This is an optimization exercise on Yosys and OpenROAD, whose aim is small area and few clock cycles, not a production implementation. In this exercise RTL edits were held to simulation tests only and were not proved equivalent to the original.

### config.mk
export PLATFORM = sky130hd
export DESIGN_NAME = rgb_led_blink_breathe_driver
export DESIGN_NICKNAME = rgb_led_blink_breathe_driver
export VERILOG_FILES = /design/flow/design.v
export SDC_FILE = /design/flow/constraint.sdc
export NUM_CORES = 4
export LEC_CHECK = 0
export ABC_AREA = 1
export CAP_MARGIN = 20
export CORE_MARGIN = 2
export CORE_UTILIZATION = 40
export SLEW_MARGIN = 20
### constraint.sdc
create_clock -name core_clock -period 6.0 [get_ports {clk}]
set_input_delay 1.2000 -clock core_clock [delete_from_list [all_inputs] [get_ports {clk}]]
set_output_delay 1.2000 -clock core_clock [all_outputs]
set_load 0.01 [all_outputs]
### design.v
`timescale 1ns / 1ps
module rgbd_add16
(
    input  logic [15:0] a,
    input  logic [15:0] b,
    input  logic        cin,
    output logic [15:0] s,
    output logic        cout
);
    wire [15:0] g, p;
    assign g = a & b;
    assign p = a ^ b;
    wire G0 = g[0] | (p[0] & cin);
    wire G1 = g[1] | (p[1] & G0);
    wire P1 = p[1] & p[0];
    wire G2 = g[3] | (p[3] & g[2]);
    wire P2 = p[3] & p[2];
    wire G3 = g[5] | (p[5] & g[4]);
    wire P3 = p[5] & p[4];
    wire G4 = g[7] | (p[7] & g[6]);
    wire P4 = p[7] & p[6];
    wire G5 = g[9] | (p[9] & g[8]);
    wire P5 = p[9] & p[8];
    wire G6 = g[11] | (p[11] & g[10]);
    wire P6 = p[11] & p[10];
    wire G7 = g[13] | (p[13] & g[12]);
    wire P7 = p[13] & p[12];
    wire G8 = g[15] | (p[15] & g[14]);
    wire P8 = p[15] & p[14];
    wire G9 = G2 | (P2 & G1);
    wire P9 = P2 & P1;
    wire G10 = G4 | (P4 & G3);
    wire P10 = P4 & P3;
    wire G11 = G6 | (P6 & G5);
    wire P11 = P6 & P5;
    wire G12 = G8 | (P8 & G7);
    wire P12 = P8 & P7;
    wire G13 = G10 | (P10 & G9);
    wire P13 = P10 & P9;
    wire G14 = G12 | (P12 & G11);
    wire P14 = P12 & P11;
    wire G15 = G14 | (P14 & G13);
    wire P15 = P14 & P13;
    wire G16 = G11 | (P11 & G13);
    wire P16 = P11 & P13;
    wire G17 = G3 | (P3 & G9);
    wire P17 = P3 & P9;
    wire G18 = G5 | (P5 & G13);
    wire P18 = P5 & P13;
    wire G19 = G7 | (P7 & G16);
    wire P19 = P7 & P16;
    wire G20 = g[2] | (p[2] & G1);
    wire P20 = p[2] & P1;
    wire G21 = g[4] | (p[4] & G9);
    wire P21 = p[4] & P9;
    wire G22 = g[6] | (p[6] & G17);
    wire P22 = p[6] & P17;
    wire G23 = g[8] | (p[8] & G13);
    wire P23 = p[8] & P13;
    wire G24 = g[10] | (p[10] & G18);
    wire P24 = p[10] & P18;
    wire G25 = g[12] | (p[12] & G16);
    wire P25 = p[12] & P16;
    wire G26 = g[14] | (p[14] & G19);
    wire P26 = p[14] & P19;
    assign s[0] = p[0] ^ cin;
    assign s[1] = p[1] ^ G0;
    assign s[2] = p[2] ^ G1;
    assign s[3] = p[3] ^ G20;
    assign s[4] = p[4] ^ G9;
    assign s[5] = p[5] ^ G21;
    assign s[6] = p[6] ^ G17;
    assign s[7] = p[7] ^ G22;
    assign s[8] = p[8] ^ G13;
    assign s[9] = p[9] ^ G23;
    assign s[10] = p[10] ^ G18;
    assign s[11] = p[11] ^ G24;
    assign s[12] = p[12] ^ G16;
    assign s[13] = p[13] ^ G25;
    assign s[14] = p[14] ^ G19;
    assign s[15] = p[15] ^ G26;
    assign cout = G15;
endmodule
module rgbd_add5
(
    input  logic [4:0] a,
    input  logic [4:0] b,
    input  logic        cin,
    output logic [4:0] s,
    output logic        cout
);
    wire [4:0] g, p;
    assign g = a & b;
    assign p = a ^ b;
    wire G0 = g[0] | (p[0] & cin);
    wire G1 = g[1] | (p[1] & G0);
    wire P1 = p[1] & p[0];
    wire G2 = g[3] | (p[3] & g[2]);
    wire P2 = p[3] & p[2];
    wire G3 = G2 | (P2 & G1);
    wire P3 = P2 & P1;
    wire G4 = g[2] | (p[2] & G1);
    wire P4 = p[2] & P1;
    wire G5 = g[4] | (p[4] & G3);
    wire P5 = p[4] & P3;
    assign s[0] = p[0] ^ cin;
    assign s[1] = p[1] ^ G0;
    assign s[2] = p[2] ^ G1;
    assign s[3] = p[3] ^ G4;
    assign s[4] = p[4] ^ G3;
    assign cout = G5;
endmodule
module rgbd_add6
(
    input  logic [5:0] a,
    input  logic [5:0] b,
    input  logic        cin,
    output logic [5:0] s,
    output logic        cout
);
    wire [5:0] g, p;
    assign g = a & b;
    assign p = a ^ b;
    wire G0 = g[0] | (p[0] & cin);
    wire G1 = g[1] | (p[1] & G0);
    wire P1 = p[1] & p[0];
    wire G2 = g[3] | (p[3] & g[2]);
    wire P2 = p[3] & p[2];
    wire G3 = g[5] | (p[5] & g[4]);
    wire P3 = p[5] & p[4];
    wire G4 = G2 | (P2 & G1);
    wire P4 = P2 & P1;
    wire G5 = G3 | (P3 & G4);
    wire P5 = P3 & P4;
    wire G6 = g[2] | (p[2] & G1);
    wire P6 = p[2] & P1;
    wire G7 = g[4] | (p[4] & G4);
    wire P7 = p[4] & P4;
    assign s[0] = p[0] ^ cin;
    assign s[1] = p[1] ^ G0;
    assign s[2] = p[2] ^ G1;
    assign s[3] = p[3] ^ G6;
    assign s[4] = p[4] ^ G4;
    assign s[5] = p[5] ^ G7;
    assign cout = G5;
endmodule
`timescale 1ns / 1ps
module rgbd_front
(
    input  logic        clk,
    input  logic        rst_n,
    input  logic        en,          
    input  logic        cmd_valid,
    output logic        cmd_ready,
    input  logic [1:0]  cmd_func,
    input  logic [23:0] cmd_colour,
    input  logic        cfg_valid,
    input  logic        cfg_addr,
    input  logic [15:0] cfg_data,
    output logic        produce,     
    output logic        show_wave,   
    output logic [7:0]  next_idx,    
    output logic [20:0] half_base    
);
    localparam logic [1:0] FUNC_TICK  = 2'd0;
    localparam logic [1:0] FUNC_SET   = 2'd1;
    localparam logic [1:0] FUNC_BLINK = 2'd2;
    localparam logic [1:0] FUNC_PULSE = 2'd3;
    logic [15:0] blink_time_reg;
    logic [15:0] pulse_step_reg;
    logic        blink_on_reg;
    logic        pulse_on_reg;
    logic        stale_reg;
    logic [15:0] acc_reg;
    logic [20:0] half_base_reg;
    logic [15:0] acc_sum;
    logic [15:0] acc_sum2;
    logic        accept;
    logic        blink_end;
    logic        colour_zero;
    assign cmd_ready   = en && !stale_reg;
    assign accept      = cmd_valid && cmd_ready;
        rgbd_add16 u_add_step (
        .a    (acc_reg),
        .b    (blink_on_reg ? 16'd1 : pulse_step_reg),
        .cin  (1'b0),
        .s    (acc_sum),
        .cout ()
    );
    rgbd_add16 u_add_step2 (
        .a    (acc_reg),
        .b    ({pulse_step_reg[14:0], 1'b0}),
        .cin  (1'b0),
        .s    (acc_sum2),
        .cout ()
    );
    always_comb
    begin
        logic c;
        c = 1'b1;
        for (int i = 0; i < 16; i++)
            c = (acc_sum[i] & ~blink_time_reg[i]) | (c & (acc_sum[i] | ~blink_time_reg[i]));
        blink_end = c;
    end
    assign colour_zero = (cmd_colour == 24'd0);
    assign half_base   = half_base_reg;
    always_comb
    begin
        produce   = 1'b0;
        show_wave = 1'b0;
        next_idx  = acc_sum[15:8];
        if (accept)
        begin
            case (cmd_func)
                FUNC_TICK:
                begin
                    produce   = blink_on_reg ? blink_end : pulse_on_reg;
                    show_wave = !blink_on_reg;
                    next_idx  = acc_sum2[15:8];
                end
                FUNC_PULSE:
                begin
                    produce   = colour_zero;
                    next_idx  = {~pulse_step_reg[15], pulse_step_reg[14:8]};
                end
                default:
                    produce   = 1'b1;
            endcase
        end
    end
    always_ff @(posedge clk or negedge rst_n)
    begin
        if (!rst_n)
        begin
            blink_time_reg <= 16'd200;
            pulse_step_reg <= 16'd33;
            stale_reg      <= 1'b0;
        end
        else
        begin
            if (cfg_valid)
            begin
                if (cfg_addr) pulse_step_reg <= cfg_data;
                else          blink_time_reg <= cfg_data;
            end
            stale_reg <= cfg_valid && cfg_addr;
        end
    end
    always_ff @(posedge clk or negedge rst_n)
    begin
        if (!rst_n)
        begin
            blink_on_reg <= 1'b0;
            pulse_on_reg <= 1'b0;
        end
        else if (accept)
        begin
            case (cmd_func)
                FUNC_TICK:
                    if (blink_on_reg && blink_end) blink_on_reg <= 1'b0;
                FUNC_SET:
                    ;
                FUNC_BLINK:
                begin
                    blink_on_reg <= 1'b1;
                    pulse_on_reg <= 1'b0;
                end
                default:
                begin
                    blink_on_reg <= 1'b0;
                    pulse_on_reg <= !colour_zero;
                end
            endcase
        end
    end
    always_ff @(posedge clk)
    begin
        if (accept)
        begin
            case (cmd_func)
                FUNC_TICK:  acc_reg <= acc_sum;
                FUNC_SET:   ;
                FUNC_BLINK: acc_reg <= 16'h0000;
                default:    acc_reg <= 16'h8000;
            endcase
            if (cmd_func == FUNC_PULSE)
                half_base_reg <= {cmd_colour[23:17], cmd_colour[15:9], cmd_colour[7:1]};
        end
    end
endmodule
`timescale 1ns / 1ps
module rgbd_back
(
    input  logic [6:0]  h,       
    input  logic [13:0] w,       
    input  logic [15:0] w3,      
    input  logic        neg,     
    output logic [7:0]  duty     
);
    wire s1_0 = h[0] & ~h[1], s2_0 = ~h[0] & h[1], s3_0 = h[0] & h[1];
    wire s1_1 = h[2] & ~h[3], s2_1 = ~h[2] & h[3], s3_1 = h[2] & h[3];
    wire s1_2 = h[4] & ~h[5], s2_2 = ~h[4] & h[5], s3_2 = h[4] & h[5];
    wire [6:0] hx = h ^ {7{neg}};
    wire p0_6 = (s1_0 & w[6]) | (s2_0 & w[5]) | (s3_0 & w3[6]);
    wire p0_7 = (s1_0 & w[7]) | (s2_0 & w[6]) | (s3_0 & w3[7]);
    wire p0_8 = (s1_0 & w[8]) | (s2_0 & w[7]) | (s3_0 & w3[8]);
    wire p0_9 = (s1_0 & w[9]) | (s2_0 & w[8]) | (s3_0 & w3[9]);
    wire p0_10 = (s1_0 & w[10]) | (s2_0 & w[9]) | (s3_0 & w3[10]);
    wire p0_11 = (s1_0 & w[11]) | (s2_0 & w[10]) | (s3_0 & w3[11]);
    wire p0_12 = (s1_0 & w[12]) | (s2_0 & w[11]) | (s3_0 & w3[12]);
    wire p0_13 = (s1_0 & w[13]) | (s2_0 & w[12]) | (s3_0 & w3[13]);
    wire p0_14 = (s2_0 & w[13]) | (s3_0 & w3[14]);
    wire p0_15 = (s3_0 & w3[15]);
    wire p1_4 = (s1_1 & w[4]) | (s2_1 & w[3]) | (s3_1 & w3[4]);
    wire p1_5 = (s1_1 & w[5]) | (s2_1 & w[4]) | (s3_1 & w3[5]);
    wire p1_6 = (s1_1 & w[6]) | (s2_1 & w[5]) | (s3_1 & w3[6]);
    wire p1_7 = (s1_1 & w[7]) | (s2_1 & w[6]) | (s3_1 & w3[7]);
    wire p1_8 = (s1_1 & w[8]) | (s2_1 & w[7]) | (s3_1 & w3[8]);
    wire p1_9 = (s1_1 & w[9]) | (s2_1 & w[8]) | (s3_1 & w3[9]);
    wire p1_10 = (s1_1 & w[10]) | (s2_1 & w[9]) | (s3_1 & w3[10]);
    wire p1_11 = (s1_1 & w[11]) | (s2_1 & w[10]) | (s3_1 & w3[11]);
    wire p1_12 = (s1_1 & w[12]) | (s2_1 & w[11]) | (s3_1 & w3[12]);
    wire p1_13 = (s1_1 & w[13]) | (s2_1 & w[12]) | (s3_1 & w3[13]);
    wire p1_14 = (s2_1 & w[13]) | (s3_1 & w3[14]);
    wire p1_15 = (s3_1 & w3[15]);
    wire p2_2 = (s1_2 & w[2]) | (s2_2 & w[1]) | (s3_2 & w3[2]);
    wire p2_3 = (s1_2 & w[3]) | (s2_2 & w[2]) | (s3_2 & w3[3]);
    wire p2_4 = (s1_2 & w[4]) | (s2_2 & w[3]) | (s3_2 & w3[4]);
    wire p2_5 = (s1_2 & w[5]) | (s2_2 & w[4]) | (s3_2 & w3[5]);
    wire p2_6 = (s1_2 & w[6]) | (s2_2 & w[5]) | (s3_2 & w3[6]);
    wire p2_7 = (s1_2 & w[7]) | (s2_2 & w[6]) | (s3_2 & w3[7]);
    wire p2_8 = (s1_2 & w[8]) | (s2_2 & w[7]) | (s3_2 & w3[8]);
    wire p2_9 = (s1_2 & w[9]) | (s2_2 & w[8]) | (s3_2 & w3[9]);
    wire p2_10 = (s1_2 & w[10]) | (s2_2 & w[9]) | (s3_2 & w3[10]);
    wire p2_11 = (s1_2 & w[11]) | (s2_2 & w[10]) | (s3_2 & w3[11]);
    wire p2_12 = (s1_2 & w[12]) | (s2_2 & w[11]) | (s3_2 & w3[12]);
    wire p2_13 = (s1_2 & w[13]) | (s2_2 & w[12]) | (s3_2 & w3[13]);
    wire p2_14 = (s2_2 & w[13]) | (s3_2 & w3[14]);
    wire p2_15 = (s3_2 & w3[15]);
    wire p3_0 = h[6] & w[0];
    wire p3_1 = h[6] & w[1];
    wire p3_2 = h[6] & w[2];
    wire p3_3 = h[6] & w[3];
    wire p3_4 = h[6] & w[4];
    wire p3_5 = h[6] & w[5];
    wire p3_6 = h[6] & w[6];
    wire p3_7 = h[6] & w[7];
    wire p3_8 = h[6] & w[8];
    wire p3_9 = h[6] & w[9];
    wire p3_10 = h[6] & w[10];
    wire p3_11 = h[6] & w[11];
    wire p3_12 = h[6] & w[12];
    wire p3_13 = h[6] & w[13];
    wire n0 = p0_6 ^ p1_4;
    wire n1 = n0 ^ p2_2;
    wire n2 = (p0_6 & p1_4) | (p2_2 & n0);
    wire n3 = p0_7 ^ p1_5;
    wire n4 = n3 ^ p2_3;
    wire n5 = (p0_7 & p1_5) | (p2_3 & n3);
    wire n6 = p0_8 ^ p1_6;
    wire n7 = n6 ^ p2_4;
    wire n8 = (p0_8 & p1_6) | (p2_4 & n6);
    wire n9 = p0_9 ^ p1_7;
    wire n10 = n9 ^ p2_5;
    wire n11 = (p0_9 & p1_7) | (p2_5 & n9);
    wire n12 = p0_10 ^ p1_8;
    wire n13 = n12 ^ p2_6;
    wire n14 = (p0_10 & p1_8) | (p2_6 & n12);
    wire n15 = p0_11 ^ p1_9;
    wire n16 = n15 ^ p2_7;
    wire n17 = (p0_11 & p1_9) | (p2_7 & n15);
    wire n18 = p0_12 ^ p1_10;
    wire n19 = n18 ^ p2_8;
    wire n20 = (p0_12 & p1_10) | (p2_8 & n18);
    wire n21 = p0_13 ^ p1_11;
    wire n22 = n21 ^ p2_9;
    wire n23 = (p0_13 & p1_11) | (p2_9 & n21);
    wire n24 = p0_14 ^ p1_12;
    wire n25 = n24 ^ p2_10;
    wire n26 = (p0_14 & p1_12) | (p2_10 & n24);
    wire n27 = p0_15 ^ p1_13;
    wire n28 = n27 ^ p2_11;
    wire n29 = (p0_15 & p1_13) | (p2_11 & n27);
    wire n30 = p1_14 ^ p2_12;
    wire n31 = n30 ^ p3_10;
    wire n32 = (p1_14 & p2_12) | (p3_10 & n30);
    wire n33 = p1_15 ^ p2_13;
    wire n34 = n33 ^ p3_11;
    wire n35 = (p1_15 & p2_13) | (p3_11 & n33);
    wire n36 = p2_14 ^ p3_12;
    wire n37 = n36 ^ hx[4];
    wire n38 = (p2_14 & p3_12) | (hx[4] & n36);
    wire n39 = p2_15 ^ p3_13;
    wire n40 = n39 ^ hx[5];
    wire n41 = (p2_15 & p3_13) | (hx[5] & n39);
    wire n42 = n1 ^ p3_0;
    wire n43 = n42 ^ 1'b1;
    wire n44 = (n1 & p3_0) | (1'b1 & n42);
    wire n45 = n2 ^ n4;
    wire n46 = n45 ^ p3_1;
    wire n47 = (n2 & n4) | (p3_1 & n45);
    wire n48 = n5 ^ n7;
    wire n49 = n48 ^ p3_2;
    wire n50 = (n5 & n7) | (p3_2 & n48);
    wire n51 = n8 ^ n10;
    wire n52 = n51 ^ p3_3;
    wire n53 = (n8 & n10) | (p3_3 & n51);
    wire n54 = n11 ^ n13;
    wire n55 = n54 ^ p3_4;
    wire n56 = (n11 & n13) | (p3_4 & n54);
    wire n57 = n14 ^ n16;
    wire n58 = n57 ^ p3_5;
    wire n59 = (n14 & n16) | (p3_5 & n57);
    wire n60 = n17 ^ n19;
    wire n61 = n60 ^ p3_6;
    wire n62 = (n17 & n19) | (p3_6 & n60);
    wire n63 = n20 ^ n22;
    wire n64 = n63 ^ p3_7;
    wire n65 = (n20 & n22) | (p3_7 & n63);
    wire n66 = n23 ^ n25;
    wire n67 = n66 ^ p3_8;
    wire n68 = (n23 & n25) | (p3_8 & n66);
    wire n69 = n26 ^ n28;
    wire n70 = n69 ^ p3_9;
    wire n71 = (n26 & n28) | (p3_9 & n69);
    wire n72 = n29 ^ n31;
    wire n73 = n72 ^ hx[2];
    wire n74 = (n29 & n31) | (hx[2] & n72);
    wire n75 = n32 ^ n34;
    wire n76 = n75 ^ hx[3];
    wire n77 = (n32 & n34) | (hx[3] & n75);
    wire n78 = n62 ^ n64;
    wire n79 = n78 ^ 1'b1;
    wire n80 = (n62 & n64) | (1'b1 & n78);
    wire n81 = n65 ^ n67;
    wire n82 = n81 ^ hx[0];
    wire n83 = (n65 & n67) | (hx[0] & n81);
    wire n84 = n68 ^ n70;
    wire n85 = n84 ^ hx[1];
    wire n86 = (n68 & n70) | (hx[1] & n84);
    wire n87 = n77 ^ n35;
    wire n88 = n87 ^ n37;
    wire n89 = (n77 & n35) | (n37 & n87);
    wire n90 = n86 ^ n71;
    wire n91 = n90 ^ n73;
    wire n92 = (n86 & n71) | (n73 & n90);
    wire n93 = n89 ^ n38;
    wire n94 = n93 ^ n40;
    wire n95 = (n89 & n38) | (n40 & n93);
    wire n96 = n92 ^ n74;
    wire n97 = n96 ^ n76;
    wire n98 = (n92 & n74) | (n76 & n96);
    wire n99 = n95 ^ n41;
    wire n100 = n99 ^ hx[6];
    wire n101 = (n95 & n41) | (hx[6] & n99);
    wire [15:0] sum;
    rgbd_add16 u_add (
        .a    ({n101, n100, n94, n98, n97, n91, n83, n80, n79, n59, n56, n53, n50, n47, n44, n43}),
        .b    ({neg, 1'b0, 1'b0, n88, 1'b0, 1'b0, n85, n82, 1'b0, n61, n58, n55, n52, n49, n46, 1'b0}),
        .cin  (1'b0),
        .s    (sum),
        .cout ()
    );
    assign duty = sum[15:8] ^ {8{~neg}};
endmodule
module rgbd_slope
(
    input  logic [7:0]  k,       
    output logic [13:0] w,
    output logic [1:0]  c,       
    output logic        neg
);
    function automatic logic [15:0] slope_rom(input logic [6:0] j);
        case (j)
            7'd0  : slope_rom = 16'd49136;
            7'd1  : slope_rom = 16'd49136;
            7'd2  : slope_rom = 16'd49136;
            7'd3  : slope_rom = 16'd49104;
            7'd4  : slope_rom = 16'd49072;
            7'd5  : slope_rom = 16'd49028;
            7'd6  : slope_rom = 16'd48976;
            7'd7  : slope_rom = 16'd65293;
            7'd8  : slope_rom = 16'd48837;
            7'd9  : slope_rom = 16'd15984;
            7'd10 : slope_rom = 16'd15893;
            7'd11 : slope_rom = 16'd64943;
            7'd12 : slope_rom = 16'd32063;
            7'd13 : slope_rom = 16'd15556;
            7'd14 : slope_rom = 16'd15425;
            7'd15 : slope_rom = 16'd48053;
            7'd16 : slope_rom = 16'd64287;
            7'd17 : slope_rom = 16'd14978;
            7'd18 : slope_rom = 16'd63962;
            7'd19 : slope_rom = 16'd14634;
            7'd20 : slope_rom = 16'd14448;
            7'd21 : slope_rom = 16'd47024;
            7'd22 : slope_rom = 16'd46802;
            7'd23 : slope_rom = 16'd13842;
            7'd24 : slope_rom = 16'd30006;
            7'd25 : slope_rom = 16'd13395;
            7'd26 : slope_rom = 16'd45929;
            7'd27 : slope_rom = 16'd12916;
            7'd28 : slope_rom = 16'd61815;
            7'd29 : slope_rom = 16'd28790;
            7'd30 : slope_rom = 16'd61291;
            7'd31 : slope_rom = 16'd28248;
            7'd32 : slope_rom = 16'd11584;
            7'd33 : slope_rom = 16'd11298;
            7'd34 : slope_rom = 16'd60154;
            7'd35 : slope_rom = 16'd59854;
            7'd36 : slope_rom = 16'd26776;
            7'd37 : slope_rom = 16'd59230;
            7'd38 : slope_rom = 16'd26143;
            7'd39 : slope_rom = 16'd25815;
            7'd40 : slope_rom = 16'd41875;
            7'd41 : slope_rom = 16'd25147;
            7'd42 : slope_rom = 16'd8423;
            7'd43 : slope_rom = 16'd57227;
            7'd44 : slope_rom = 16'd7722;
            7'd45 : slope_rom = 16'd7366;
            7'd46 : slope_rom = 16'd56157;
            7'd47 : slope_rom = 16'd55791;
            7'd48 : slope_rom = 16'd22654;
            7'd49 : slope_rom = 16'd55052;
            7'd50 : slope_rom = 16'd54668;
            7'd51 : slope_rom = 16'd5140;
            7'd52 : slope_rom = 16'd4756;
            7'd53 : slope_rom = 16'd4372;
            7'd54 : slope_rom = 16'd53132;
            7'd55 : slope_rom = 16'd3588;
            7'd56 : slope_rom = 16'd19580;
            7'd57 : slope_rom = 16'd35568;
            7'd58 : slope_rom = 16'd35168;
            7'd59 : slope_rom = 16'd34773;
            7'd60 : slope_rom = 16'd1605;
            7'd61 : slope_rom = 16'd1205;
            7'd62 : slope_rom = 16'd33571;
            7'd63 : slope_rom = 16'd33170;
            7'd64 : slope_rom = 16'd18;
            default: slope_rom = 16'd0;
        endcase
    endfunction
    logic [6:0] j;
    assign j   = k[6] ? 7'd64 - {1'b0, k[5:0]} : {1'b0, k[5:0]};
    assign neg = k[7] ^ k[6];
    assign {c, w} = slope_rom(j);
endmodule
`timescale 1ns / 1ps
module rgb_led_blink_breathe_driver
(
    input  logic       clk,
    input  logic       rst_n,
    input  logic       cmd_valid,
    output logic       cmd_ready,
    input  logic [1:0] cmd_func,
    input  logic [7:0] cmd_red,
    input  logic [7:0] cmd_green,
    input  logic [7:0] cmd_blue,
    input  logic        cfg_valid,
    output logic        cfg_ready,
    input  logic        cfg_addr,
    input  logic [15:0] cfg_data,
    output logic       led_valid,
    input  logic       led_ready,
    output logic [7:0] led_duty_red,
    output logic [7:0] led_duty_green,
    output logic [7:0] led_duty_blue
);
    logic        en;
    logic [23:0] cmd_colour;
    logic        produce, show_wave;
    logic [7:0]  next_idx;
    logic [20:0] half_base;
    logic [14-1:0] slope;
    logic [1:0]  slope_c;
    logic [1:0]  slope_c_reg;
    logic        neg;
    logic [14-1:0] slope_reg;
    logic [14+1:0] slope3;
    logic        neg_reg;
    logic [2:0][7:0] wave_duty;
    logic [23:0] duty_next;
    logic        out_v_reg;
    logic [23:0] duty_reg;
    assign en         = !out_v_reg || led_ready;
    assign cfg_ready  = 1'b1;
    assign cmd_colour = {cmd_blue, cmd_green, cmd_red};
    rgbd_front u_front (
        .clk        (clk),
        .rst_n      (rst_n),
        .en         (en),
        .cmd_valid  (cmd_valid),
        .cmd_ready  (cmd_ready),
        .cmd_func   (cmd_func),
        .cmd_colour (cmd_colour),
        .cfg_valid  (cfg_valid),
        .cfg_addr   (cfg_addr),
        .cfg_data   (cfg_data),
        .produce    (produce),
        .show_wave  (show_wave),
        .next_idx   (next_idx),
        .half_base  (half_base)
    );
    rgbd_slope u_slope (
        .k   (next_idx),
        .w   (slope),
        .c   (slope_c),
        .neg (neg)
    );
    always_ff @(posedge clk)
    begin
        slope_reg <= slope;
        slope_c_reg <= slope_c;
        neg_reg   <= neg;
    end
    rgbd_add5 u_add_slope3_lo (
        .a    (slope_reg[4:0]),
        .b    ({slope_reg[3:0], 1'b0}),
        .cin  (1'b0),
        .s    (slope3[4:0]),
        .cout ()
    );
    rgbd_add5 u_add_slope3_mid (
        .a    (slope_reg[9:5]),
        .b    (slope_reg[8:4]),
        .cin  (slope_c_reg[0]),
        .s    (slope3[9:5]),
        .cout ()
    );
    rgbd_add6 u_add_slope3_hi (
        .a    ({2'd0, slope_reg[13:10]}),
        .b    ({1'd0, slope_reg[13:9]}),
        .cin  (slope_c_reg[1]),
        .s    (slope3[15:10]),
        .cout ()
    );
    for (genvar ch = 0; ch < 3; ch++)
    begin : g_ch
        rgbd_back u_back (
            .h    (half_base[ch*7 +: 7]),
            .w    (slope_reg),
            .w3   (slope3),
            .neg  (neg_reg),
            .duty (wave_duty[ch])
        );
    end
    assign duty_next = show_wave ? wave_duty
                     : (cmd_func == 2'd0) ? 24'hFFFFFF
                     : ~cmd_colour;
    always_ff @(posedge clk or negedge rst_n)
    begin
        if (!rst_n)
            out_v_reg <= 1'b0;
        else if (en)
            out_v_reg <= produce;
    end
    always_ff @(posedge clk)
    begin
        if (en) duty_reg <= duty_next;
    end
    assign led_valid      = out_v_reg;
    assign led_duty_red   = duty_reg[7:0];
    assign led_duty_green = duty_reg[15:8];
    assign led_duty_blue  = duty_reg[23:16];
endmodule
### flow/run.sh
#!/bin/bash
set -euo pipefail
WORK=$(pwd)
bash "$WORK/standard.sh" "BUFFER_PORTS_ARGS=-buffer_cell sky130_fd_sc_hd__buf_1" finish > "$WORK/orfs_make.log" 2>&1
test -s "$WORK/out/final.def"
### standard.sh
#!/bin/bash
# synth_recipe.tcl (not shown) runs the flow's synth.tcl, then flattens the netlist and writes it again
# the make line also repeats each setting of config.mk as NAME=value (left out here)
make -C /OpenROAD-flow-scripts/flow DESIGN_CONFIG=/design/flow/config.mk WORK_HOME=/design/flow/orfs CLKGATE_MAP_FILE= SYNTH_SCRIPT=/design/flow/synth_recipe.tcl "${@:-finish}"
==> results of run 1 <==
## final timing paths
check	depth (start not counted)	slack [ns]	from	end
max in group asynchronous	1	4.56	rst_n	u_front.pulse_step_reg[13]
worst max register to register	19	0.33	slope_reg[10]	duty_reg[6]
worst max-delay path	19	0.33	slope_reg[10]	duty_reg[6]
min in group asynchronous	1	0.89	rst_n	u_front.pulse_step_reg[2]
worst min-delay path	2	0.49	u_front.blink_time_reg[10]	u_front.blink_time_reg[10]
worst min register to register	2	0.49	u_front.blink_time_reg[10]	u_front.blink_time_reg[10]
## layout make-up
type | count | area (µm²) | area share (%)
timing repair buffer | 142 | 806 | 5.59
clock buffer | 26 | 564 | 3.92
clock inverter | 6 | 62.6 | 0.434
tap | 402 | 503 | 3.49
inverter | 304 | 1150 | 7.95
sequential | 114 | 3080 | 21.4
multi-input combinational | 1070 | 8250 | 57.2
## per-layer routing
metal | up-vias | wire, µm
li1 | 5330 | -
met1 | 5444 | 14900
met2 | 387 | 18200
met3 | 76 | 2060
met4 | 0 | 878
met5 | - | 0
## worst min-delay path, cell delays in order (launching register included)
cell and delay (ns):
dfrtp_1 0.34, nand2_1 0.05, o21ai_0 0.06
## through the flow
stage | cell area, µm² | cells | utilization (%)
floorplan | 12700 | 1553 | -
global placement | 13800 | 2032 | 43.7
detailed placement | 13800 | 2032 | 43.7
CTS | 14400 | 2064 | 45.7
global route | 14400 | 2064 | 45.8
finish | 14400 | 2064 | 45.8
## logic make-up after synthesis
family	count (synthesis)	synth area share [%]
AO/OA/AOI/OAI	342	18.0
XOR/XNOR	67	4.75
adder cells (fa/ha/maj)	198	26.6
buffers and inverters	369	11.5
flip-flops	114	24.2
other	1	0.0294
AND/OR/NAND/NOR	462	15.1
## layout by cell type, fill, tap and decap left out, types with 4 or more instances in the layout
cell type and n:
nand2_1 316, inv_1 287, inv_2 8, o211ai_1 8
a221oi_1 5, dfxtp_1 16, nor3_1 4, nand2_2 7
nor2_1 68, buf_1 72, a31oi_1 10, fa_1 120
nand3_1 32, xnor2_1 23, o21ai_2 5, xor2_1 41
a32oi_1 5, a211oi_1 4, o221ai_1 66, clkinv_1 7
or2_2 12, ha_1 76, o21ai_0 69, a21oi_1 65
edfxtp_1 61, nor2_2 7, dfstp_2 5, dfrtp_1 31
o31ai_1 8, nor4_1 6, clkbuf_16 21, o21ai_1 14
o22ai_1 40, a311oi_1 4, buf_4 68, a22oi_1 19
==> impl_metrics.env, run 1 <==
export IMPL_status="finished clean"
export IMPL_cts_root_buffer="clkbuf_16"
export IMPL_yosysMostFrequentCell="nand2_1"
export IMPL_pre_cts_ws_ns=0.0933
export IMPL_cts_tree="yes"
export IMPL_critPathLaunchType="register"
export IMPL_critPathKind="reg2reg"
export IMPL_firstDrtPassIters=5
export IMPL_die_area_um2=33300
export IMPL_overflow=0
export IMPL_cp_arrival_ns=5.83
export IMPL_ys_seq_area_share_pct=24.2
export IMPL_final_nets=1895
export IMPL_ant_nets=0
export IMPL_syn_inst=1553
export IMPL_clock_sinks=114
export IMPL_max_freq_mhz=176
export IMPL_setup_viol=0
export IMPL_ys_types=60
export IMPL_start_util_pct=40.5
export IMPL_worst_slack_ns=0.329
export IMPL_end_kind="register"
export IMPL_largest_reg_flops=24
export IMPL_rsz0062_at_grt="no"
export IMPL_synth_area_leaders="fa_1 (19%), edfxtp_1 (14%), nand2_1 (9.3%)"
export IMPL_antenna_found_initial=0
export IMPL_diodes=0
export IMPL_skew_ns=0.00886
export IMPL_cts_setup_buffers=0
export IMPL_grt_first_pass_wirelength_um=59100
export IMPL_grtUsageMet3_pct=3.61
export IMPL_fp_dieH_um=183
export IMPL_critPathBufInv=3
export IMPL_clk_latency_ns=0.43
export IMPL_ys_flop_type="edfxtp_1"
export IMPL_core_um2=31500
export IMPL_yosysTopAreaCellShare_pct=19.0
export IMPL_cap_violations=0
export IMPL_grt_max_degree=37
export IMPL_worst_slew_pin_slew_ns=1.05
export IMPL_fin_crit_sh_pct=94.5
export IMPL_port_buffers=73
export IMPL_period_minus_slack_ns=5.67
export IMPL_gr_usage_met2_pct=39.7
export IMPL_holdWs_ns=0.488
export IMPL_top_usage_layer="met2"
export IMPL_slowest_stage="fa_1"
export IMPL_avgViaCountPerCell=5.44
export IMPL_required_ns=6.16
export IMPL_rows=65
export IMPL_cp_top_family="adder cells"
export IMPL_synth_edf_count=61
export IMPL_globalplace_congestion=0.943
export IMPL_die_w_um=183
export IMPL_cts_resized=0
export IMPL_cp_common_cell="fa_1"
export IMPL_avgSynthCellArea_um2=8.21
export IMPL_drt_drc_violations_left=0
export IMPL_drive_gt1_share_pct=10.0
export IMPL_pin_count=75
export IMPL_grt_pass1_vias=11500
export IMPL_timing_slew_headroom_pct=30.1
export IMPL_vias=11200
export IMPL_path_max_fanout=7
export IMPL_yosysWarnings=3
export IMPL_met1_usage_pct=27.4
export IMPL_num_fill_cells=3084
export IMPL_grt_use_total_pct=22.2
export IMPL_htree_levels=4
export IMPL_tns_ns=0
export IMPL_cp_cell_sequence="fa_1, inv_1, fa_1, fa_1, xor2_1, inv_2, a21oi_2, fa_1, inv_1, fa_1, fa_1, fa_1, fa_1, ha_1, nand2_1, o21ai_0, ha_1, xor2_1, a22oi_1"
export IMPL_clk_pin_slew_ns=0.06
export IMPL_wl_um=36000
export IMPL_first_iter_violations=881
export IMPL_ys_ff_latch=114
export IMPL_synthesis_nets=1799
export IMPL_dp_hpwl_um=28000
export IMPL_cp_slowest_stage_delay_ns=0.48
export IMPL_synthTopCellsByCount="nand2_1 (317), inv_1 (287), fa_1 (121)"
export IMPL_clockBufferDepth=2
export IMPL_yosysTopAreaCell="fa_1"
export IMPL_min_path_type="reg2reg"
export IMPL_synthArstFlopShare_pct=31.6
export IMPL_slew_violations=0
export IMPL_hold_viol=0
export IMPL_syn2layout_area_growth_pct=13.1
export IMPL_hold_buffers=0
export IMPL_numCtsBuffers=17
export IMPL_syn_area_um2=12700
export IMPL_post_drt_wl_per_cell_um=17.5
Testbench counts, summed over its fixed seeds: cycles 20,208.
==> run 2, diff against run 1 <==
==> flow/run.sh (replaced) <==
#!/bin/bash
set -euo pipefail
WORK=$(pwd)

# Synthesis script: synth_recipe.tcl with Yosys's abc command wrapped so that
# its -script argument names flow/area.abc.
{
  cat <<'TCL'
proc abc {args} {
  set i [lsearch -exact $args -script]
  if { $i >= 0 } {
    set args [lreplace $args [expr {$i + 1}] [expr {$i + 1}] $::env(OWN_ABC_SCRIPT)]
  }
  yosys abc {*}$args
}
TCL
  cat "$WORK/synth_recipe.tcl"
} > "$WORK/own_synth.tcl"
export OWN_ABC_SCRIPT="$WORK/flow/area.abc"

sed "s|SYNTH_SCRIPT=[^ ]*|SYNTH_SCRIPT=$WORK/own_synth.tcl|" "$WORK/standard.sh" > "$WORK/own_standard.sh"
grep -q "SYNTH_SCRIPT=$WORK/own_synth.tcl" "$WORK/own_standard.sh"

bash "$WORK/own_standard.sh" "BUFFER_PORTS_ARGS=-buffer_cell sky130_fd_sc_hd__buf_1" finish \
  > "$WORK/orfs_make.log" 2>&1
test -s "$WORK/out/final.def"
==> flow/area.abc (new file) <==
strash
&get -n
&st
&dch -f
&nf -R 10
&put
topo
stime -c
buffer -c
upsize -c
dnsize -c
==> run 2 against run 1 <==
  * Still clean
  * Register-to-register slack worse by 0.03 ns
  * Fmax down 0.48%
  * Count of clock-buffer cells in the layout down 7
  * Sequential share of layout area up 0.48 points
  * Final area down 2.2%
  * Routed wire length down 8.1%
  * Area after synthesis up 0.29%
  * Non-clock buffer count down 26
  * Critical path type unchanged
  * Critical endpoint unchanged
  * Largest cell class unchanged
==> impl_metrics.env, run 2 <==
export IMPL_grt_pass1_vias=10700
export IMPL_wl_met1_um=14200
export IMPL_ys_seq_area_share_pct=24.1
export IMPL_cp_common_cell="fa_1"
export IMPL_cp_arrival_ns=5.87
export IMPL_timing_slew_headroom_pct=34.8
export IMPL_final_nets=1698
export IMPL_fin_crit_sh_pct=95.0
export IMPL_setup_viol=0
export IMPL_numCtsBuffers=17
export IMPL_clk_pin_slew_ns=0.07
export IMPL_rows=65
export IMPL_diodes=0
export IMPL_critPathLaunchType="register"
export IMPL_synthMuxAreaShare_pct=2.82
export IMPL_port_buffers=73
export IMPL_die_w_um=183
export IMPL_required_ns=6.17
export IMPL_min_path_type="reg2reg"
export IMPL_final_util_pct=44.7
export IMPL_wl_met2_um=16600
export IMPL_path_max_fanout=5
export IMPL_htree_levels=4
export IMPL_core_um2=31600
export IMPL_synth_compound_area_share_pct=18.4
export IMPL_cp_cell_sequence="fa_1, inv_1, fa_1, fa_2, xor2_2, buf_4, nor2_1, a221oi_2, fa_1, inv_1, fa_1, fa_2, fa_1, fa_1, ha_1, nand2_1, o21ai_0, ha_1, xnor2_1, nor2_1, a21oi_1"
export IMPL_routed_top_layer="met4"
export IMPL_syn_area_um2=12800
export IMPL_grt_use_total_pct=20.4
export IMPL_critPathKind="reg2reg"
export IMPL_synthesis_nets=1665
export IMPL_cts_tree="yes"
export IMPL_layout_common_cells="nand2_1 (153), inv_1 (148), fa_1 (116), nor2_1 (99), a21oi_1 (87)"
export IMPL_overflow=0
export IMPL_avgViaCountPerCell=5.61
export IMPL_ant_nets=0
export IMPL_post_drt_wl_per_cell_um=17.7
export IMPL_drive_gt1_share_pct=11.1
export IMPL_synthTopCellsByCount="nand2_1 (154), inv_1 (148), fa_1 (121)"
export IMPL_wl_um=33100
export IMPL_yosysMostFrequentCell="nand2_1"
export IMPL_yosys_area_share_simple_pct=14.1
export IMPL_yosysTopAreaCell="fa_1"
export IMPL_drt_drc_violations_left=0
export IMPL_synth_edf_count=61
export IMPL_yosysWarnings=3
export IMPL_layout_commonest_cell="nand2_1"
export IMPL_synth_area_leaders="fa_1 (19%), edfxtp_1 (14%), ha_1 (7.5%)"
export IMPL_ys_types=77
export IMPL_yosysTopAreaCellShare_pct=18.9
export IMPL_clockBufferDepth=2
export IMPL_syn2layout_area_growth_pct=10.3
export IMPL_largest_reg_flops=24
export IMPL_tns_ns=0
export IMPL_clk_latency_ns=0.43
export IMPL_skew_ns=0.0123
export IMPL_ys_flop_type="edfxtp_1"
export IMPL_synthArstFlopShare_pct=31.6
export IMPL_rsz0062_at_grt="no"
export IMPL_end_kind="register"
export IMPL_antenna_found_initial=0
export IMPL_vias=10500
export IMPL_die_area_um2=33400
export IMPL_period_minus_slack_ns=5.70
export IMPL_hold_viol=0
export IMPL_dp_hpwl_um=24800
export IMPL_status="finished clean"
export IMPL_regToRegSetupSlack_ns=0.30
export IMPL_max_freq_mhz=175
export IMPL_avgSynthCellArea_um2=9.01
export IMPL_grt_first_pass_wirelength_um=54600
export IMPL_clock_sinks=114
export IMPL_syn_inst=1419
export IMPL_globalplace_congestion=0.968
export IMPL_first_iter_violations=922
export IMPL_firstDrtPassIters=6
export IMPL_grt_max_degree=37
export IMPL_slew_violations=0
export IMPL_cts_root_buffer="clkbuf_16"
export IMPL_cp_slowest_stage_delay_ns=0.47
export IMPL_cap_violations=0
export IMPL_synth_xor_xnor_area_share_pct=6.18
export IMPL_slowest_stage="fa_1"
export IMPL_pin_count=75
export IMPL_worst_slew_pin_slew_ns=0.976
export IMPL_start_util_pct=40.5
export IMPL_synthAdderAreaFrac_pct=26.5
export IMPL_ys_ff_latch=114
export IMPL_fp_dieH_um=183
export IMPL_synth_top_family_by_area="adder cells"
export IMPL_route_met3_wl_um=1650
==> run 2: worst paths after layout <==
check / from / end / cells after the start
worst max-delay path: slope_reg[9] / duty_reg[6] / 21
worst min-delay path: u_front.blink_time_reg[3] / u_front.blink_time_reg[3] / 2
worst max register to register: slope_reg[9] / duty_reg[6] / 21
worst min register to register: u_front.blink_time_reg[3] / u_front.blink_time_reg[3] / 2
max in group asynchronous: rst_n / u_front.pulse_on_reg / 1
min in group asynchronous: rst_n / u_front.blink_time_reg[4] / 1
==> run 2: per-layer routing <==
metal  up-vias  GRT usage (%)
li1       4921              -
met1      5163           26.0
met2       343           35.4
met3        55           3.55
met4         0           6.72
met5         -              0
==> run 2: area by class of cell <==
| class | instances | area [µm²] |
|---|---|---|
| Clock buffer | 19 | 464 |
| Clock inverter | 13 | 123 |
| Fill cell | 3083 | 17500 |
| Inverter | 150 | 568 |
| Multi-Input combinational cell | 1053 | 8750 |
| Sequential cell | 114 | 3080 |
| Tap cell | 402 | 503 |
| Timing Repair Buffer | 116 | 614 |
==> run 2: logic make-up after synthesis <==
logic type      after synthesis
other cells                   1
buf+inv                     252
mux                          29
compound gates              359
xor+xnor                     80
simple gates                386
fa+ha+maj                   198
flops                       114
==> run 2: metrics by stage <==
step                      hold slack [ns]  cells  setup slack [ns]  instance area [µm²]
after floorplan                     0.489   1419            0.0907                12800
after global placement              0.518   1833             0.138                13400
after detailed placement            0.523   1833           -0.0232                13400
after CTS                           0.538   1865            0.0219                14000
after global routing                0.557   1867           0.00439                14100
final                               0.536   1867             0.301                14100
==> run 2: what timing repair did <==
action	CTS	global route
pin swaps	0	1
setup buffers	0	1
resized for setup	1	14
hold buffers	0	0
gates cloned	0	1
endpoints found under the setup margin	1	13
==> run 2: critical path, delay by kind of cell, from the launching register on <==
kind | cells | cell delay [ns]
buf+inv | 3 | 0.32
fa+ha+maj | 10 | 3.81
xor+xnor | 2 | 0.29
simple gates | 3 | 0.23
compound gates | 3 | 0.42
flops | 1 | 0.35
==> run 3, diff against run 2 <==
--- a/design.v
+++ b/design.v
@@ -393,66 +393,66 @@
     wire n39 = p2_15 ^ p3_13;
     wire n40 = n39 ^ hx[5];
     wire n41 = (p2_15 & p3_13) | (hx[5] & n39);
-    wire n42 = n1 ^ p3_0;
-    wire n43 = n42 ^ 1'b1;
-    wire n44 = (n1 & p3_0) | (1'b1 & n42);
-    wire n45 = n2 ^ n4;
-    wire n46 = n45 ^ p3_1;
-    wire n47 = (n2 & n4) | (p3_1 & n45);
-    wire n48 = n5 ^ n7;
-    wire n49 = n48 ^ p3_2;
-    wire n50 = (n5 & n7) | (p3_2 & n48);
-    wire n51 = n8 ^ n10;
-    wire n52 = n51 ^ p3_3;
-    wire n53 = (n8 & n10) | (p3_3 & n51);
-    wire n54 = n11 ^ n13;
-    wire n55 = n54 ^ p3_4;
-    wire n56 = (n11 & n13) | (p3_4 & n54);
-    wire n57 = n14 ^ n16;
-    wire n58 = n57 ^ p3_5;
-    wire n59 = (n14 & n16) | (p3_5 & n57);
-    wire n60 = n17 ^ n19;
-    wire n61 = n60 ^ p3_6;
-    wire n62 = (n17 & n19) | (p3_6 & n60);
-    wire n63 = n20 ^ n22;
-    wire n64 = n63 ^ p3_7;
-    wire n65 = (n20 & n22) | (p3_7 & n63);
-    wire n66 = n23 ^ n25;
-    wire n67 = n66 ^ p3_8;
-    wire n68 = (n23 & n25) | (p3_8 & n66);
-    wire n69 = n26 ^ n28;
-    wire n70 = n69 ^ p3_9;
-    wire n71 = (n26 & n28) | (p3_9 & n69);
-    wire n72 = n29 ^ n31;
-    wire n73 = n72 ^ hx[2];
-    wire n74 = (n29 & n31) | (hx[2] & n72);
-    wire n75 = n32 ^ n34;
-    wire n76 = n75 ^ hx[3];
-    wire n77 = (n32 & n34) | (hx[3] & n75);
-    wire n78 = n62 ^ n64;
-    wire n79 = n78 ^ 1'b1;
-    wire n80 = (n62 & n64) | (1'b1 & n78);
-    wire n81 = n65 ^ n67;
-    wire n82 = n81 ^ hx[0];
-    wire n83 = (n65 & n67) | (hx[0] & n81);
-    wire n84 = n68 ^ n70;
-    wire n85 = n84 ^ hx[1];
-    wire n86 = (n68 & n70) | (hx[1] & n84);
-    wire n87 = n77 ^ n35;
-    wire n88 = n87 ^ n37;
-    wire n89 = (n77 & n35) | (n37 & n87);
-    wire n90 = n86 ^ n71;
-    wire n91 = n90 ^ n73;
-    wire n92 = (n86 & n71) | (n73 & n90);
-    wire n93 = n89 ^ n38;
-    wire n94 = n93 ^ n40;
-    wire n95 = (n89 & n38) | (n40 & n93);
-    wire n96 = n92 ^ n74;
-    wire n97 = n96 ^ n76;
-    wire n98 = (n92 & n74) | (n76 & n96);
-    wire n99 = n95 ^ n41;
-    wire n100 = n99 ^ hx[6];
-    wire n101 = (n95 & n41) | (hx[6] & n99);
+    wire n42 = p3_0 ^ 1'b1;
+    wire n43 = n42 ^ n1;
+    wire n44 = (p3_0 & 1'b1) | (n1 & n42);
+    wire n45 = p3_1 ^ n2;
+    wire n46 = n45 ^ n4;
+    wire n47 = (p3_1 & n2) | (n4 & n45);
+    wire n48 = p3_2 ^ n5;
+    wire n49 = n48 ^ n7;
+    wire n50 = (p3_2 & n5) | (n7 & n48);
+    wire n51 = p3_3 ^ n8;
+    wire n52 = n51 ^ n10;
+    wire n53 = (p3_3 & n8) | (n10 & n51);
+    wire n54 = p3_4 ^ n11;
+    wire n55 = n54 ^ n13;
+    wire n56 = (p3_4 & n11) | (n13 & n54);
+    wire n57 = p3_5 ^ n14;
+    wire n58 = n57 ^ n16;
+    wire n59 = (p3_5 & n14) | (n16 & n57);
+    wire n60 = p3_6 ^ n17;
+    wire n61 = n60 ^ n19;
+    wire n62 = (p3_6 & n17) | (n19 & n60);
+    wire n63 = p3_7 ^ 1'b1;
+    wire n64 = n63 ^ n20;
+    wire n65 = (p3_7 & 1'b1) | (n20 & n63);
+    wire n66 = p3_8 ^ hx[0];
+    wire n67 = n66 ^ n23;
+    wire n68 = (p3_8 & hx[0]) | (n23 & n66);
+    wire n69 = p3_9 ^ hx[1];
+    wire n70 = n69 ^ n26;
+    wire n71 = (p3_9 & hx[1]) | (n26 & n69);
+    wire n72 = hx[2] ^ n29;
+    wire n73 = n72 ^ n31;
+    wire n74 = (hx[2] & n29) | (n31 & n72);
+    wire n75 = hx[3] ^ n32;
+    wire n76 = n75 ^ n34;
+    wire n77 = (hx[3] & n32) | (n34 & n75);
+    wire n78 = n22 ^ n62;
+    wire n79 = n78 ^ n64;
+    wire n80 = (n22 & n62) | (n64 & n78);
+    wire n81 = n25 ^ n65;
+    wire n82 = n81 ^ n67;
+    wire n83 = (n25 & n65) | (n67 & n81);
+    wire n84 = n28 ^ n68;
+    wire n85 = n84 ^ n70;
+    wire n86 = (n28 & n68) | (n70 & n84);
+    wire n87 = n35 ^ n37;
+    wire n88 = n87 ^ n77;
+    wire n89 = (n35 & n37) | (n77 & n87);
+    wire n90 = n71 ^ n73;
+    wire n91 = n90 ^ n86;
+    wire n92 = (n71 & n73) | (n86 & n90);
+    wire n93 = n38 ^ n40;
+    wire n94 = n93 ^ n89;
+    wire n95 = (n38 & n40) | (n89 & n93);
+    wire n96 = n74 ^ n76;
+    wire n97 = n96 ^ n92;
+    wire n98 = (n74 & n76) | (n92 & n96);
+    wire n99 = hx[6] ^ n41;
+    wire n100 = n99 ^ n95;
+    wire n101 = (hx[6] & n41) | (n95 & n99);
     wire [15:0] sum;
     rgbd_add16 u_add (
         .a    ({n101, n100, n94, n98, n97, n91, n83, n80, n79, n59, n56, n53, n50, n47, n44, n43}),
==> run 3 against run 2 <==
  * Core utilization increased by 0.48 points
  * Via count increased by 1.6%
  * Still clean on timing, DRC and antenna
  * Highest routed layer unchanged
  * Worst hold slack got worse by 0.027 ns
  * First-iteration DRC count increased by 17%
  * Routed wire length increased by 4.2%
  * Sequential share of layout area decreased by 0.13 points
  * Critical endpoint is now duty_reg[15]
  * Critical path type unchanged
  * Critical path depth decreased by 1
  * Final cell count increased by 0.75%
==> impl_metrics.env, run 3 <==
export IMPL_htree_levels=4
export IMPL_required_ns=6.15
export IMPL_clk_latency_ns=0.43
export IMPL_firstDrtPassIters=6
export IMPL_clock_sinks=114
export IMPL_numCtsBuffers=17
export IMPL_timing_slew_headroom_pct=28.9
export IMPL_cp_common_cell="fa_1"
export IMPL_yosysWarnings=3
export IMPL_synthArstFlopShare_pct=31.6
export IMPL_cp_arrival_ns=5.86
export IMPL_slowest_stage="fa_1"
export IMPL_max_freq_mhz=175
export IMPL_syn_area_um2=12700
export IMPL_layout_commonest_cell="inv_1"
export IMPL_holdWs_ns=0.510
export IMPL_die_area_um2=33100
export IMPL_cp_cell_sequence="fa_1, inv_1, fa_1, fa_1, buf_4, nor2_1, a221oi_1, fa_1, inv_1, fa_1, fa_1, fa_1, fa_1, ha_1, nand2_1, o21ai_0, ha_1, xnor2_1, nor2_1, a21oi_1"
export IMPL_num_fill_cells=3072
export IMPL_yosysMostFrequentCell="inv_1"
export IMPL_ys_ff_latch=114
export IMPL_status="finished clean"
export IMPL_regArea_um2=3080
export IMPL_ys_flop_type="edfxtp_1"
export IMPL_hold_buffers=0
export IMPL_port_buffers=73
export IMPL_grt_max_degree=39
export IMPL_globalplace_congestion=0.940
export IMPL_ys_types=78
export IMPL_path_max_fanout=6
export IMPL_ant_nets=0
export IMPL_critPathKind="reg2reg"
export IMPL_clk_pin_slew_ns=0.06
export IMPL_start_util_pct=40.4
export IMPL_avgSynthCellArea_um2=9.03
export IMPL_avgViaCountPerCell=5.66
export IMPL_layout_common_cells="inv_1 (156), nand2_1 (121), fa_1 (120), nor2_1 (105), a21oi_1 (98)"
export IMPL_fp_dieH_um=182
export IMPL_grt_use_total_pct=21.4
export IMPL_setup_viol=0
export IMPL_cts_root_buffer="clkbuf_16"
export IMPL_die_w_um=182
export IMPL_slew_violations=0
export IMPL_cp_slowest_stage_delay_ns=0.76
export IMPL_drive_gt1_share_pct=11.4
export IMPL_skew_ns=0.0139
export IMPL_ys_seq_area_share_pct=24.3
export IMPL_diodes=0
export IMPL_wl_um=34500
export IMPL_dp_hpwl_um=25600
export IMPL_cap_violations=0
export IMPL_rows=65
export IMPL_multi_input_area_um2=8620
export IMPL_overflow=0
export IMPL_final_nets=1712
export IMPL_critPathLaunchType="register"
export IMPL_grt_first_pass_wirelength_um=56800
export IMPL_antenna_found_initial=1
export IMPL_synth_edf_count=61
export IMPL_synthTopCellsByCount="inv_1 (156), fa_1 (121), nand2_1 (121)"
export IMPL_synth_area_leaders="fa_1 (19%), edfxtp_1 (14%), ha_1 (7.6%)"
export IMPL_clockBufferDepth=2
export IMPL_yosysTopAreaCellShare_pct=19.1
export IMPL_grt_pass1_vias=11000
export IMPL_yosysTopAreaCell="fa_1"
export IMPL_placed_area_um2=13500
export IMPL_drt_drc_violations_left=0
export IMPL_pin_count=75
export IMPL_largest_reg_flops=24
export IMPL_min_path_type="reg2reg"
export IMPL_cts_tree="yes"
export IMPL_worst_slew_pin_slew_ns=1.07
export IMPL_period_minus_slack_ns=5.71
export IMPL_hold_viol=0
export IMPL_vias=10600
export IMPL_final_area_um2=14200
export IMPL_synthesis_nets=1649
export IMPL_core_um2=31400
export IMPL_post_drt_wl_per_cell_um=18.3
export IMPL_syn2layout_area_growth_pct=11.9
export IMPL_syn_inst=1403
export IMPL_end_kind="register"
export IMPL_first_iter_violations=1083
export IMPL_cts_setup_buffers=0
export IMPL_fin_crit_sh_pct=95.2
[run 3: changes by cell type after synthesis, sizes merged, moves of 9 or more]
cell	previous run	this run
nand2	160	122
a221oi	26	37
o21ai	88	99
buf	29	20
and3	4	19
and2	19	8
[run 3: path summary, 6_finish.rpt]
| kind | cells past startpoint | startpoint | end | slack, ns |
|---|---|---|---|---|
| worst max-delay path | 20 | slope_reg[10] | duty_reg[15] | 0.29 |
| worst min-delay path | 1 | u_front.pulse_on_reg | u_front.pulse_on_reg | 0.51 |
| worst max register to register | 20 | slope_reg[10] | duty_reg[15] | 0.29 |
| worst min register to register | 1 | u_front.pulse_on_reg | u_front.pulse_on_reg | 0.51 |
| max in group asynchronous | 1 | rst_n | u_front.pulse_step_reg[12] | 4.50 |
| min in group asynchronous | 1 | rst_n | u_front.pulse_step_reg[6] | 0.91 |
[run 3: area by class of cell]
class	instances	area share [%]
inverter	159	4.23
multi-input combinational	1035	60.8
timing repair buffer	139	5.55
tap	402	3.55
clock inverter	15	1.19
clock buffer	17	3.00
sequential	114	21.7
[run 3: routing by layer]
| metal | GRT usage (%) | vias to the layer above | wire, µm |
|---|---|---|---|
| met5 | 0 | - | 0 |
| met4 | 7.32 | 0 | 947 |
| met3 | 3.49 | 70 | 1670 |
| met2 | 37.1 | 372 | 17200 |
| met1 | 27.2 | 5260 | 14600 |
| li1 | - | 4945 | - |
[run 3: stage by stage]
step	setup WS (ns)	setup TNS (ns)	cells	util, %
floorplan	0.287	0	1403	-
global placement	0.0596	0	1848	43.1
detailed placement	0.0577	0	1848	43.1
CTS	0.0103	0	1880	45.0
global route	-0.0242	-0.0453	1881	45.2
finish	0.288	0	1881	45.2
[run 3: worst max-delay path, delay by kind of cell (launching register included)]
kind / cells / cell delay [ns]
AOI/OAI and AO/OA: 3 / 0.48
xor gates and xnor gates: 1 / 0.14
adders and majority gates: 10 / 3.82
buffers and inverters: 3 / 0.30
DFF: 1 / 0.37
and+or+nand+nor: 3 / 0.33
[run 3: logic make-up (layout without fill, tap and decap cells)]
family                   Yosys count  in the layout  share of synthesized area (%)
flip-flops                       114            114                           24.3
XOR/XNOR                          80             80                           6.00
AO/OA/AOI/OAI                    365            365                           18.3
multiplexers                      35             35                           3.29
buffers and inverters            254            330                           8.08
adder cells (fa/ha/maj)          198            198                           26.7
other                              1              1                         0.0296
AND/OR/NAND/NOR                  356            356                           13.3
[run 3: timing repair]
action	in CTS	in global routing
resized for setup	0	16
endpoints found under the hold margin	0	0
endpoints found under the setup margin	0	29
Testbench counts of run 3, summed over its fixed seeds: cycles 20,208.
==> run 4, diff against run 3 <==
==> flow/run.sh (replaced) <==
#!/bin/bash
set -euo pipefail
WORK=$(pwd)
bash "$WORK/standard.sh" "BUFFER_PORTS_ARGS=-buffer_cell sky130_fd_sc_hd__buf_1" finish > "$WORK/orfs_make.log" 2>&1
test -s "$WORK/out/final.def"
--- a/config.mk
+++ b/config.mk
@@ -8,5 +8,6 @@
 export ABC_AREA = 1
 export CAP_MARGIN = 20
 export CORE_MARGIN = 2
-export CORE_UTILIZATION = 40
+export CORE_UTILIZATION = 50
+export GPL_TIMING_DRIVEN = 0
 export SLEW_MARGIN = 20
removed: flow/area.abc
==> run 4 against run 3 <==
  * Via count up 7.4%
  * First-iteration DRC count fell by 2.3%
  * Synthesized cell count up 13%
  * Still clean
  * Sequential cell count did not move
  * Global-route usage is 7.6 points higher
  * Highest routed layer unchanged
  * Largest cell class unchanged
  * Critical path type unchanged
  * Core utilization up 11 points
==> impl_metrics.env, run 4 <==
export IMPL_fin_cells=2029
export IMPL_yosysTopAreaCell="fa_1"
export IMPL_syn_inst=1587
export IMPL_grt_use_total_pct=29.0
export IMPL_skew_ns=0.0170
export IMPL_first_iter_violations=1058
export IMPL_port_buffers=73
export IMPL_period_minus_slack_ns=5.69
export IMPL_numCtsBuffers=17
export IMPL_layout_commonest_cell="nand2_1"
export IMPL_yosysWarnings=3
export IMPL_pin_count=75
export IMPL_drt_drc_violations_left=0
export IMPL_antenna_found_initial=0
export IMPL_clk_latency_ns=0.42
export IMPL_vias=11400
export IMPL_cts_root_buffer="clkbuf_16"
export IMPL_critPathLaunchType="register"
export IMPL_placed_cells=1993
export IMPL_grt_first_pass_wirelength_um=60000
export IMPL_cp_arrival_ns=5.93
export IMPL_reg2reg_to="duty_reg[13]"
export IMPL_cp_startpoint="slope_reg[10]"
export IMPL_endpoint="duty_reg[13]"
export IMPL_syn_area_um2=12700
export IMPL_avgViaCountPerCell=5.63
export IMPL_ys_ff_latch=114
export IMPL_regToRegSetupSlack_ns=0.31
export IMPL_dp_hpwl_um=30000
export IMPL_slowest_stage="fa_1"
export IMPL_critPathBufInv=2
export IMPL_cp_slowest_stage_delay_ns=0.67
export IMPL_synthTopCellsByCount="nand2_1 (345), inv_1 (292), fa_1 (121)"
export IMPL_min_path_type="reg2reg"
export IMPL_max_freq_mhz=176
export IMPL_ys_types=52
export IMPL_largest_reg_flops=24
export IMPL_timing_slew_headroom_pct=38.8
export IMPL_slew_violations=0
export IMPL_firstDrtPassIters=5
export IMPL_cp_cell_sequence="fa_1, inv_1, fa_1, fa_1, o22ai_1, a21oi_1, fa_1, inv_1, fa_1, fa_1, fa_1, fa_1, nand3_1, fa_1, or2_2, a32oi_1"
export IMPL_status="finished clean"
export IMPL_htree_levels=4
export IMPL_final_nets=1932
export IMPL_drive_gt1_share_pct=6.47
export IMPL_ys_seq_area_share_pct=24.2
export IMPL_rsz0062_at_grt="no"
export IMPL_critPathKind="reg2reg"
export IMPL_diodes=0
export IMPL_yosysTopAreaCellShare_pct=19.1
export IMPL_path_max_fanout=9
export IMPL_wl_um=37500
export IMPL_clock_sinks=114
export IMPL_end_kind="register"
export IMPL_core_um2=25000
export IMPL_post_drt_wl_per_cell_um=18.5
export IMPL_die_w_um=163
export IMPL_synthArstFlopShare_pct=31.6
export IMPL_overflow=0
export IMPL_yosysMostFrequentCell="nand2_1"
export IMPL_required_ns=6.24
export IMPL_placed_area_um2=13500
export IMPL_grt_pass1_vias=11600
export IMPL_globalplace_congestion=0.950
export IMPL_clk_pin_slew_ns=0.06
export IMPL_hold_viol=0
export IMPL_synth_area_leaders="fa_1 (19%), edfxtp_1 (14%), nand2_1 (10%)"
export IMPL_worst_slew_pin_slew_ns=0.917
export IMPL_final_area_um2=14100
export IMPL_ant_nets=0
export IMPL_layout_common_cells="nand2_1 (345), inv_1 (292), fa_1 (120), buf_1 (79), ha_1 (77)"
export IMPL_clockBufferDepth=2
export IMPL_synth_edf_count=61
export IMPL_die_area_um2=26700
export IMPL_setup_viol=0
export IMPL_reg2reg_depth=16
export IMPL_cts_tree="yes"
export IMPL_fin_crit_sh_pct=94.8
export IMPL_cap_violations=0
export IMPL_grt_max_degree=26
export IMPL_start_util_pct=50.7
export IMPL_cp_top_family="adder cells"
export IMPL_fp_dieH_um=163
export IMPL_cp_common_cell="fa_1"
export IMPL_cp_depth=16
export IMPL_rr_startpoint="slope_reg[10]"
export IMPL_syn2layout_area_growth_pct=11.0
export IMPL_rows=58
export IMPL_avgSynthCellArea_um2=8.01
export IMPL_synthesis_nets=1833
export IMPL_ys_flop_type="edfxtp_1"
==> run 4: kinds of logic after synthesis <==
kind of cell / Yosys count / share of synthesized area [%]
DFF: 114 / 24.2
xor gates and xnor gates: 68 / 4.69
other: 1 / 0.0295
adders and majority gates: 198 / 26.6
and+or+nand+nor: 495 / 15.9
buffers and inverters: 369 / 11.2
AOI/OAI and AO/OA: 342 / 17.3
==> run 4: how the worst min path moves through the flow <==
stage,depth (start not counted),start,endpoint,slack (ns)
2_1_floorplan,2,u_front.blink_time_reg[0],u_front.blink_time_reg[0],0.45
5_1_grt,2,u_front.pulse_step_reg[13],u_front.pulse_step_reg[13],0.52
3_3_place_gp,2,u_front.pulse_step_reg[13],u_front.pulse_step_reg[13],0.47
6_report,2,u_front.pulse_step_reg[13],u_front.pulse_step_reg[13],0.49
4_1_cts,2,u_front.pulse_step_reg[13],u_front.pulse_step_reg[13],0.49
3_5_place_dp,2,u_front.pulse_step_reg[13],u_front.pulse_step_reg[13],0.47
==> run 4: metrics by stage <==
| stage | util (%) | TNS (ns) | hold slack [ns] | setup slack [ns] |
|---|---|---|---|---|
| after floorplan | - | 0 | 0.453 | 0.658 |
| after global placement | 53.5 | -1.34 | 0.470 | -0.359 |
| after detailed placement | 53.7 | -1.56 | 0.473 | -0.386 |
| after CTS | 56.2 | 0 | 0.487 | 0.0125 |
| after global routing | 56.3 | 0 | 0.522 | 0.0150 |
| final | 56.3 | 0 | 0.487 | 0.309 |
==> run 4: per-layer routing <==
layer | global-route usage (%) | vias to the layer above | routed length [µm]
met3 | 3.07 | 85 | 1770
met2 | 50.9 | 401 | 18900
met5 | 0 | - | 0
li1 | - | 5438 | -
met4 | 11.6 | 0 | 1280
met1 | 36.6 | 5506 | 15600
==> run 4: what timing repair did <==
action                                  CTS  global route
hold buffers                              0             0
setup buffers                             4             2
endpoints found under the setup margin   12            31
pin swaps                                 1             2
resized for setup                         5            12
==> run 4: worst min-delay path, cell delays in order, from the launching register on <==
cell and delay (ns):
dfrtp_1 0.34, nand2_1 0.05, o21ai_0 0.06
==> run 4: layout make-up <==
type,instances,area (µm²)
clock buffer,17,425
fill,2447,10900
inverter,314,1190
tap,330,413
timing repair buffer,82,378
multi-input combinational,1104,8220
sequential,114,3080
clock inverter,15,158
buffer,53,234

[port drivers added, routing unchanged]
How much do the figures lean on ideal ports? The routed layouts below were timed once more, with nothing changed but the port constraints.
Step 1 sets driving cells, clkbuf_16 on the clock port and buf_2 on the other inputs (assumed; they add their load-dependent delay and slew).
Step 2 moves the port delays by t, midway between the first and last clock arrival at a register: inputs arrive t later, outputs are due t later. That takes back most of the time a late clock gives input paths.
a / b / c = ideal ports / drivers / drivers and shift; a / b = the first two.
run | shift t [ns] | slack for setup (ns) | worst data-port slew with drivers (ns) | pins driven straight from the clock port
run 1 | 0.473 | 0.329 / 0.329 / 0.329 | 0.04 | 1
run 2 | 0.477 | 0.301 / 0.301 / 0.301 | 0.04 | 1
run 3 | 0.474 | 0.288 / 0.288 / 0.288 | 0.05 | 1
run 4 | 0.463 | 0.309 / 0.309 / 0.309 | 0.04 | 1
After both steps every run listed still meets setup and hold.
